What follows belongs to an exercise in optimizing a design on an open flow for small area; a production flow would make more cautious choices. Where RTL was checked, it was by simulation tests only, not by an equivalence proof against the original. Power figures rest on the tool's default switching activity, not on a simulated workload.

Setup of the baseline:
Design pueo_uram_readout_buffer, start of the top module:
module pueo_uram_readout_buffer #(
  parameter int DEPTH     = 16,
  parameter int MARGIN    = pueo_uram_pkg::URAM_READ_MARGIN,
  parameter int FRAME_LEN = 1024,
  parameter int NBIT      = 12
) (
  input  logic                                  memclk,
  input  logic                                  memclk_rst_i,
  input  logic [NBIT*pueo_uram_pkg::URAM_SAMPLES_PER_WORD-1:0] in_tdata,
  input  logic                                  in_tvalid,
  output logic                                  in_tready,
  output logic [NBIT*pueo_uram_pkg::URAM_SAMPLES_PER_WORD-1:0] m_axis_tdata,
  output logic                                  m_axis_tvalid,
  input  logic                                  m_axis_tready,
  output logic                                  m_axis_tlast,
  output logic                                  overflow_o,
  output logic                                  frame_done_o
);
Size in the first run: about 3,600 cells after synthesis, ~1,200 flip-flops, ~150 I/O pins, about 0.042 sq mm of cells after synthesis.
Settings: LEC_CHECK=0, CAP_MARGIN=20, CORE_MARGIN=2, CORE_UTILIZATION=40, CTS_BUF_LIST=sky130_fd_sc_hd__clkbuf_16 sky130_fd_sc_hd__clkbuf_8, CTS_CLUSTER_DIAMETER=80, CTS_CLUSTER_SIZE=24, SLEW_MARGIN=20, SYNTH_HIERARCHICAL=1; clock period 5.0 ns.
run.sh (not shown) runs the stock make flow with config.mk's settings and CLKGATE_MAP_FILE= SYNTH_SCRIPT=/design/flow/synth_recipe.tcl, a recipe that flattens the netlist after the stock synthesis.
The inputs of the candidate differ from those of the baseline as listed below.
Settings: CTS_BUF_LIST: sky130_fd_sc_hd__clkbuf_16 sky130_fd_sc_hd__clkbuf_8 -> sky130_fd_sc_hd__clkbuf_8; CTS_CLUSTER_DIAMETER: 80 -> 60; CTS_CLUSTER_SIZE: 24 -> 16.
Results
Global-route track usage on met1 of the candidate is on par with the baseline. When the candidate is set beside the baseline, its final clock period utilization by the worst path turns out to be 1.2 points larger. Summary — part of the power in registers, the candidate relative to the baseline: higher, by 0.3 points. As far as fraction of area in multi-input gates is concerned, the baseline and the candidate perform about the same. Taking the baseline as the reference, in the candidate reported leakage power now sits at about the same level; detailed-route wire length on metal 1 now sits higher; post-DP HPWL now sits at about the same level; final worst slack now sits lower. The candidate vs the baseline, clock network fraction of design power went down by 0.4 points. Between the candidate and the baseline, routed wire length per instance is higher for the baseline, the candidate comes in under that. Comparing the candidate and the baseline, the higher overall power consumption is on the baseline.
No functional check of the RTL was part of any run of this note.

Another version of the RTL of pueo_uram_readout_buffer (not shown whole).
Size in the first run: about 1200 flip-flops.
clock: 5.0 ns
lec_check: 0
cap_margin: 20
core_margin: 2
core_utilization: 40
cts_buf_list: sky130_fd_sc_hd__clkbuf_8
cts_cluster_diameter: 60
cts_cluster_size: 16
slew_margin: 20
synth_hierarchical: 1
standard.sh (not shown) runs the stock make flow with config.mk's settings and CLKGATE_MAP_FILE= SYNTH_SCRIPT=/design/flow/synth_recipe.tcl, a recipe that flattens the netlist after the stock synthesis.
==> flow/flow/run.sh <==
#!/bin/bash
# Layout: the standard ORFS flow (standard.sh, with its standard synthesis),
# with two changes passed as ORFS variables:
#  - each port gets a sky130_fd_sc_hd__buf_1 buffer (buffer_ports -buffer_cell)
#    instead of the default port buffer cell;
#  - clock tree synthesis clusters sinks as config.mk's CTS settings do, and
#    inserts no dummy loads.
# make's full output goes to make.log; each ORFS step keeps its own log under orfs/logs/.
set -euo pipefail
CTS="-sink_clustering_enable -repair_clock_nets -sink_clustering_size 28 -sink_clustering_max_diameter 70 -buf_list sky130_fd_sc_hd__clkbuf_16 -dont_use_dummy_load"
bash standard.sh \
  "BUFFER_PORTS_ARGS=-buffer_cell sky130_fd_sc_hd__buf_1" \
  "CTS_ARGS=$CTS" \
  finish > make.log 2>&1
Next try:
==> flow/run.sh (new file) <==
#!/bin/bash
# synth_recipe.tcl (not shown) runs the flow's synth.tcl, then flattens the netlist and writes it again
# the make line also repeats each setting of config.mk as NAME=value (left out here)
make -C /OpenROAD-flow-scripts/flow DESIGN_CONFIG=/design/flow/config.mk WORK_HOME=/design/flow/orfs CLKGATE_MAP_FILE= SYNTH_SCRIPT=/design/flow/synth_recipe.tcl finish
removed: flow/flow/run.sh
removed: flow/standard.sh
The changed run ran to the end with no violations.
Core utilization rose by 1.5 points.
Cell area rose by a few percent.
Via count went up slightly.
Clock-buffer cell count is higher by 46.
Die area does not change.
Next try:
==> flow/flow/run.sh (new file) <==
#!/bin/bash
# Layout: the standard ORFS flow (standard.sh, with its standard synthesis),
# with two changes passed as ORFS variables:
#  - each port gets a sky130_fd_sc_hd__buf_1 buffer (buffer_ports -buffer_cell)
#    instead of the default port buffer cell;
#  - clock tree synthesis clusters sinks as config.mk's CTS settings do, and
#    inserts no dummy loads.
# make's full output goes to make.log; each ORFS step keeps its own log under orfs/logs/.
set -euo pipefail
CTS="-sink_clustering_enable -repair_clock_nets -sink_clustering_size 18 -sink_clustering_max_diameter 50 -buf_list sky130_fd_sc_hd__clkbuf_8 -dont_use_dummy_load"
bash standard.sh \
  "BUFFER_PORTS_ARGS=-buffer_cell sky130_fd_sc_hd__buf_1" \
  "CTS_ARGS=$CTS" \
  finish > make.log 2>&1
==> flow/standard.sh (new file) <==
#!/bin/bash
# synth_recipe.tcl (not shown) runs the flow's synth.tcl, then flattens the netlist and writes it again
# the make line also repeats each setting of config.mk as NAME=value (left out here)
make -C /OpenROAD-flow-scripts/flow DESIGN_CONFIG=/design/flow/config.mk WORK_HOME=/design/flow/orfs CLKGATE_MAP_FILE= SYNTH_SCRIPT=/design/flow/synth_recipe.tcl "${@:-finish}"
removed: flow/run.sh
Total power drops by 3.8%.
Design area fell by 3.5%.
Utilization fell by 1.5 points.
Next try:
--- a/flow/flow/run.sh
+++ b/flow/flow/run.sh
@@ -9,3 +9,3 @@
 set -euo pipefail
-CTS="-sink_clustering_enable -repair_clock_nets -sink_clustering_size 18 -sink_clustering_max_diameter 50 -buf_list sky130_fd_sc_hd__clkbuf_8 -dont_use_dummy_load"
+CTS="-sink_clustering_enable -repair_clock_nets -sink_clustering_size 16 -sink_clustering_max_diameter 60 -buf_list sky130_fd_sc_hd__clkbuf_8 -dont_use_dummy_load"
 bash standard.sh \
Settings changed: PLACE_DENSITY from default to 0.8.
What happened: Die area is unchanged; hold slack improved by 0.013 ns; routed wire length came out lower by 5.3%.

separate check: timing with driven ports:
No port has a modelled driver above. Below, the same layouts with a new extraction and two added sets of constraints.
Step 1 assumes that a clkbuf_16 drives the clock port and a buf_2 every other input.
Step 2 also shifts input and output timing later by t, the mid clock arrival at the registers, as if the neighbouring blocks saw the same clock.
a / b / c = ideal ports / drivers / drivers and shift; a / b = the first two.
| run | t (ns) | slack for setup (ns) | slew at the worst register clock pin (ns) |
|---|---|---|---|
| the baseline | 0.740 | 0.973 / 0.907 / 0.541 | 0.10 / 0.10 |
| the candidate | 0.819 | 0.915 / 0.851 / 0.596 | 0.11 / 0.11 |
| the first run of note 2 | 0.719 | 1.292 / 1.292 / 0.878 | 0.11 / 0.11 |
| the second run of note 2 | 0.827 | 0.929 / 0.860 / 0.862 | 0.11 / 0.11 |
| the third run of note 2 | 0.809 | 1.283 / 1.272 / 0.884 | 0.11 / 0.11 |
| the fourth run of note 2 | 0.779 | 1.399 / 1.334 / 0.944 | 0.11 / 0.11 |
After both steps every run listed still meets setup and hold. The setup slack of the fourth run of note 2, which loses most, moves by -0.065 ns with the drivers and by -0.455 ns with both steps.
